Source: an optimization exercise on an open RTL-to-GDS flow (aim: a short achievable clock period and few clock cycles per item). Production flows keep margins and buffers that such runs may drop. RTL that was checked went through simulation tests only; none was proved equivalent to the original. Power and IR drop assume default switching activity.

## rev 12
## cache_controller
module cache_controller #(
  parameter int unsigned DATA_WIDTH        = 32,
  parameter int unsigned CACHE_LINES       = 128,
  parameter int unsigned WORD_NUM          = 4,
  parameter int unsigned INDEX_WIDTH       = 7,
  parameter int unsigned WORD_OFFSET_WIDTH = 2,
  parameter int unsigned ADDR_WIDTH        = 32,
  localparam int unsigned TAG_WIDTH = ADDR_WIDTH - INDEX_WIDTH - WORD_OFFSET_WIDTH - 2
) (
  input  logic                         clk,
  input  logic                         rst_n,
  input  logic                         req_valid,
  output logic                         req_ready,
  input  logic                         req_we,
  input  logic [ADDR_WIDTH-1:0]        req_addr,
  input  logic [DATA_WIDTH-1:0]        req_wdata,
  output logic                         resp_valid,
  output logic [DATA_WIDTH-1:0]        resp_rdata,
  output logic [INDEX_WIDTH-1:0]       ram_index,
  output logic [WORD_OFFSET_WIDTH-1:0] ram_offset,
  output logic [DATA_WIDTH-1:0]        ram_wdata,
  output logic                         ram_we,
  input  logic [DATA_WIDTH-1:0]        ram_rdata,
  output logic                         mem_req_valid,
  input  logic                         mem_req_ready,
  output logic                         mem_req_we,
  output logic [ADDR_WIDTH-1:0]        mem_req_addr,
  output logic [DATA_WIDTH-1:0]        mem_req_wdata,
  input  logic                         mem_rvalid,
  input  logic [DATA_WIDTH-1:0]        mem_rdata,
  output logic [31:0]                  stat_hits,
  output logic [31:0]                  stat_misses
);
clock: 10.0 ns
lec_check: 0
cap_margin: 20
core_margin: 2
core_utilization: 45
slew_margin: 20
standard.sh (not shown) runs the stock make flow with config.mk's settings and CLKGATE_MAP_FILE= SYNTH_SCRIPT=/design/flow/synth_recipe.tcl, a recipe that flattens the netlist after the stock synthesis.
==> flow/flow/run.sh <==
#!/bin/bash
# Standard layout, with timing repair aimed below the clock period: the
# setup margin asks repair_timing for slack that makes the period shorter.
# More post-route antenna repair rounds than the default, if any are needed.
set -euo pipefail
bash standard.sh SETUP_SLACK_MARGIN=6.6 MAX_REPAIR_ANTENNAS_ITER_DRT=10 finish > standard_flow.log 2>&1
Testbench counts of rev 12, summed over its fixed seeds: cycles 190,917, items 64,000.
The inputs of rev 13 differ from those of rev 12 as listed below.
--- a/flow/design.v
+++ b/flow/design.v
@@ -272,23 +272,23 @@
     e0_wd   = mq_ne ? mq_wd[mq_hd[MQ_W-1:0]] : b_wd;
     e1_v    = mq_ne1 || mpush;
     e1_we   = mq_ne1 ? mq_we[mq_hd1[MQ_W-1:0]] : b_we;
     e1_addr = mq_ne1 ? mq_addr[mq_hd1[MQ_W-1:0]] : b_maddr;
     e1_wd   = mq_ne1 ? mq_wd[mq_hd1[MQ_W-1:0]] : b_wd;
     lbc0    = lb_cnt - (LB_W+1)'(rm_done);
     lbc1    = lbc0 + (LB_W+1)'(!hd_we);
     mv0     = e0_v && (e0_we || (lbc0 < (LB_W+1)'(LB_N)));
     mv1     = e1_v && (e1_we || (lbc1 < (LB_W+1)'(LB_N)));
   end
   always_ff @(posedge clk) begin
-    if (mpush) begin
+    if (b_v) begin
       mq_we[mq_tl[MQ_W-1:0]]   <= b_we;
       mq_addr[mq_tl[MQ_W-1:0]] <= b_maddr;
       mq_wd[mq_tl[MQ_W-1:0]]   <= b_wd;
     end
   end
   always_ff @(posedge clk or negedge rst_n) begin
     if (!rst_n) begin
       mq_hd  <= '0;
       mq_tl  <= '0;
       mv_q   <= 1'b0;
       lb_cnt <= '0;
## What came out
- Going from rev 12 to rev 13, proportion of cell area spent on the clock network moved up, first-pass GRT wire length moved down.
- Summary of rev 13 over rev 12: number of antenna cells inserted down 17, highest attainable clock frequency up about 3%.
- The run showing the smaller minimum setup slack in the final design is rev 12.
- For rev 12, the launch point of the critical path was b_addr[10], unlike rev 13, where it was o_addr_o[9].
- Final total power: rev 13 better than rev 12
Testbench counts of rev 13, summed over its fixed seeds: cycles 190,917, items 64,000.

========
## ember
cache_controller again, from the RTL that the note above started with.
// cache_controller
module cache_controller #(
  parameter int unsigned DATA_WIDTH        = 32,
  parameter int unsigned CACHE_LINES       = 128,
  parameter int unsigned WORD_NUM          = 4,
  parameter int unsigned INDEX_WIDTH       = 7,
  parameter int unsigned WORD_OFFSET_WIDTH = 2,
  parameter int unsigned ADDR_WIDTH        = 32,
  localparam int unsigned TAG_WIDTH = ADDR_WIDTH - INDEX_WIDTH - WORD_OFFSET_WIDTH - 2
) (
  input  logic                         clk,
  input  logic                         rst_n,
  input  logic                         req_valid,
  output logic                         req_ready,
  input  logic                         req_we,
  input  logic [ADDR_WIDTH-1:0]        req_addr,
  input  logic [DATA_WIDTH-1:0]        req_wdata,
  output logic                         resp_valid,
  output logic [DATA_WIDTH-1:0]        resp_rdata,
  output logic [INDEX_WIDTH-1:0]       ram_index,
  output logic [WORD_OFFSET_WIDTH-1:0] ram_offset,
  output logic [DATA_WIDTH-1:0]        ram_wdata,
  output logic                         ram_we,
  input  logic [DATA_WIDTH-1:0]        ram_rdata,
  output logic                         mem_req_valid,
  input  logic                         mem_req_ready,
  output logic                         mem_req_we,
  output logic [ADDR_WIDTH-1:0]        mem_req_addr,
  output logic [DATA_WIDTH-1:0]        mem_req_wdata,
  input  logic                         mem_rvalid,
  input  logic [DATA_WIDTH-1:0]        mem_rdata,
  output logic [31:0]                  stat_hits,
  output logic [31:0]                  stat_misses
);
clock: 10.0 ns
lec_check: 0
cap_margin: 20
core_margin: 2
core_utilization: 55
slew_margin: 20
Scripts as last shown in full above: flow/flow/run.sh
ember: flow completed, timing, DRC and antenna clean
Testbench counts of ember, summed over its fixed seeds: cycles 190,917, items 64,000.
#### Input delta (pepper over ember)
--- a/flow/design.v
+++ b/flow/design.v
@@ -212,36 +212,37 @@
   logic [DW-1:0] ram_wd_q;
   logic          p1_v, p2_v, rs_v;
   logic          p1_ram, p2_ram;
   logic [DW-1:0] p1_d, p2_d, rs_d;
   always_ff @(posedge clk or negedge rst_n) begin
     if (!rst_n) begin
       bq_hd    <= '0;
       bq_tl    <= '0;
       hv       <= 1'b0;
       be_k     <= '0;
       p1_v     <= 1'b0;
       p2_v     <= 1'b0;
+      rs_v     <= 1'b0;
     end else begin
       if (b_v) bq_tl <= bq_tl + 1'b1;
       if (h_take) bq_hd <= bq_hd + 1'b1;
       if (h_load) hv <= bq_ne || b_v;
       if (hv && (hk == KRM) && beat_ok) be_k <= be_k + 1'b1;
       p1_v <= be_pop;
       p2_v <= p1_v;
+      rs_v <= p2_v;
     end
   end
   always_ff @(posedge clk) begin
     ram_we_q  <= hv && ((hk == KWH) || ((hk == KRM) && beat_ok));
-    rs_v      <= p2_v;
     ram_idx_q <= hidx;
     ram_off_q <= (hk == KRM) ? be_k : hoff;
     ram_wd_q  <= (hk == KRM) ? lb_data[drain_slot][be_k] : hwd;
     p1_ram    <= (hk == KRH);
     p1_d      <= lb_data[drain_slot][hoff];
     p2_ram    <= p1_ram;
     p2_d      <= p1_d;
     rs_d      <= p2_ram ? ram_rdata : p2_d;
   end
   assign ram_we     = ram_we_q;
   assign ram_index  = ram_idx_q;
   assign ram_offset = ram_off_q;
@@ -271,25 +272,25 @@
     e0_addr = mq_ne ? mq_addr[mq_hd[MQ_W-1:0]] : b_maddr;
     e0_wd   = mq_ne ? mq_wd[mq_hd[MQ_W-1:0]] : b_wd;
     e1_v    = mq_ne1 || mpush;
     e1_we   = mq_ne1 ? mq_we[mq_hd1[MQ_W-1:0]] : b_we;
     e1_addr = mq_ne1 ? mq_addr[mq_hd1[MQ_W-1:0]] : b_maddr;
     e1_wd   = mq_ne1 ? mq_wd[mq_hd1[MQ_W-1:0]] : b_wd;
     lbc0    = lb_cnt - (LB_W+1)'(rm_done);
     lbc1    = lbc0 + (LB_W+1)'(!hd_we);
     mv0     = e0_v && (e0_we || (lbc0 < (LB_W+1)'(LB_N)));
     mv1     = e1_v && (e1_we || (lbc1 < (LB_W+1)'(LB_N)));
   end
   always_ff @(posedge clk) begin
-    if (mpush) begin
+    if (b_v) begin
       mq_we[mq_tl[MQ_W-1:0]]   <= b_we;
       mq_addr[mq_tl[MQ_W-1:0]] <= b_maddr;
       mq_wd[mq_tl[MQ_W-1:0]]   <= b_wd;
     end
   end
   always_ff @(posedge clk or negedge rst_n) begin
     if (!rst_n) begin
       mq_hd  <= '0;
       mq_tl  <= '0;
       mv_q   <= 1'b0;
       lb_cnt <= '0;
     end else begin
Findings:
- Looking at critical path launch point, the b_gtag[7][5] result is from ember; the o_addr_o[29] one comes from pepper.
- From ember to pepper the numbers moved as follows: highest achievable clock rate higher, share of total power in combinational logic lower, global-route usage lower.
- pepper reached the final stage; the timing, DRC and antenna checks on its layout passed.
- [compare] base=ember new=pepper: number of enable flip-flop cells after synthesis ~0 delta, final non-filler cell area fell by about 1.6%, count of mapped cells out of synthesis now smaller.
- On horizontal die dimension, ember and pepper are neck and neck.
Testbench counts of pepper, summed over its fixed seeds: cycles 190,917, items 64,000.

========
cache_controller, a different RTL version from the one above (not shown whole).
For scale: roughly 4800 flip-flops.
export LEC_CHECK = 0
export CAP_MARGIN = 20
export CORE_MARGIN = 2
export CORE_UTILIZATION = 40
export SETUP_SLACK_MARGIN = 5
export SLEW_MARGIN = 20
create_clock -name core_clock -period 10.0 [get_ports {clk}]
run.sh (not shown) runs the stock make flow with config.mk's settings and CLKGATE_MAP_FILE= SYNTH_SCRIPT=/design/flow/synth_recipe.tcl, a recipe that flattens the netlist after the stock synthesis.
Stock flow here: none of the scripts above is used.
The starting point completed, yet does not pass: antenna violations.
Testbench counts at the start, summed over its fixed seeds: cycles 190,834, items 64,000.
Change:
--- a/flow/design.v
+++ b/flow/design.v
@@ -35,18 +35,18 @@
   localparam int unsigned TagLsb  = LineLsb + INDEX_WIDTH;
   localparam int unsigned WA      = ADDR_WIDTH - 2;        
   localparam int unsigned IW      = INDEX_WIDTH;
   localparam int unsigned OW      = WORD_OFFSET_WIDTH;
   localparam int unsigned DW      = DATA_WIDTH;
   localparam int unsigned TW      = TAG_WIDTH;
   localparam int unsigned BQ_D = 16;    
   localparam int unsigned BQ_W = 4;
-  localparam int unsigned MQ_D = 4;     
-  localparam int unsigned MQ_W = 2;
+  localparam int unsigned MQ_D = 8;     
+  localparam int unsigned MQ_W = 3;
   localparam int unsigned LB_N = 2;     
   localparam int unsigned LB_W = 1;
   localparam int unsigned CW   = 6;     
   localparam logic [1:0] KRH = 2'd0, KRM = 2'd1, KWH = 2'd2, KWM = 2'd3;
   logic                   rdy_q;
   logic                   a_v, a_we;
   logic [WA-1:0]          a_addr;
   logic [DW-1:0]          a_wd;
@@ -88,21 +88,23 @@
       a_v <= 1'b0;
       b_v <= 1'b0;
     end else begin
       a_v <= rdy_q && req_valid;
       b_v <= a_v;
     end
   end
   always_ff @(posedge clk) begin
-    a_we   <= req_we;
-    a_addr <= req_addr[ADDR_WIDTH-1:2];
-    a_wd   <= req_wdata;
-    for (int i = 0; i < CACHE_LINES; i++)
-      a_sel[i] <= (req_addr[TagLsb-1:LineLsb] == IW'(i));
+    if (rdy_q) begin
+      a_we   <= req_we;
+      a_addr <= req_addr[ADDR_WIDTH-1:2];
+      a_wd   <= req_wdata;
+      for (int i = 0; i < CACHE_LINES; i++)
+        a_sel[i] <= (req_addr[TagLsb-1:LineLsb] == IW'(i));
+    end
     b_we   <= a_we;
     b_addr <= a_addr;
     b_wd   <= a_wd;
     b_sel  <= a_sel;
     b_rtag <= fwd ? b_tag : a_rtag;
     b_rval <= fwd || a_rval;
   end
   always_ff @(posedge clk or negedge rst_n) begin
The changed run completed with no timing, DRC or antenna violations.
Via count rose by about 4.4%.
Sequential power barely changes.
Global-route usage fell by 0.76 points.
Critical path depth rose by 1.
Die area rose by 6.5%.
Routed wire length rose by about 3.7%.
Final area rose by about 6.5%.
Maximum frequency rose by about 4%.
Final cell count rose by about 4%.
Worst setup slack improved by 0.18 ns.
Flip-flop and latch count rose by 255.
Utilization rose by 0.11 points.
For the second run of this note, only the layout was checked, not whether the RTL still works.

re-timing with driven ports:
In the flow no input, the clock included, has a driving cell. The finished layouts below were timed again as built, in two steps. Step 1 (the two cells are an assumption about what drives the block):
set clk [get_ports {clk}]
set_driving_cell -lib_cell sky130_fd_sc_hd__clkbuf_16 $clk
set_driving_cell -lib_cell sky130_fd_sc_hd__buf_2 [delete_from_list [all_inputs] $clk]
Step 2 moves the port delays by t, midway between the first and last clock arrival at a register: inputs arrive t later, outputs are due t later. That takes back most of the time a late clock gives input paths. Slacks: ideal ports / drivers / drivers and shift; pairs: ideal ports / drivers.
| run | t, ns | setup WS [ns] | worst setup path after step 2 | clock arrival spread, ns | slew at the worst register clock pin (ns) |
|---|---|---|---|---|---|
| rev 12 | 1.150 | 6.322 / 6.285 / 5.502 | input to register | 0.090 / 0.090 | 0.07 / 0.07 |
| rev 13 | 1.135 | 6.427 / 6.313 / 5.323 | input to register | 0.082 / 0.081 | 0.06 / 0.06 |
| ember | 1.133 | 6.309 / 6.309 / 5.578 | input to register | 0.049 / 0.049 | 0.07 / 0.07 |
| pepper | 1.123 | 6.443 / 6.336 / 5.606 | input to register | 0.073 / 0.073 | 0.07 / 0.07 |
| the first run of note 3 | 1.153 | 5.308 / 5.308 / 5.308 | register to register | 0.114 / 0.114 | 0.07 / 0.07 |
| the second run of note 3 | 1.185 | 5.484 / 5.484 / 5.484 | register to register | 0.212 / 0.212 | 0.07 / 0.07 |
For rev 13, which loses most, drivers alone change the setup slack by -0.114 ns; drivers and shift together by -1.104 ns.
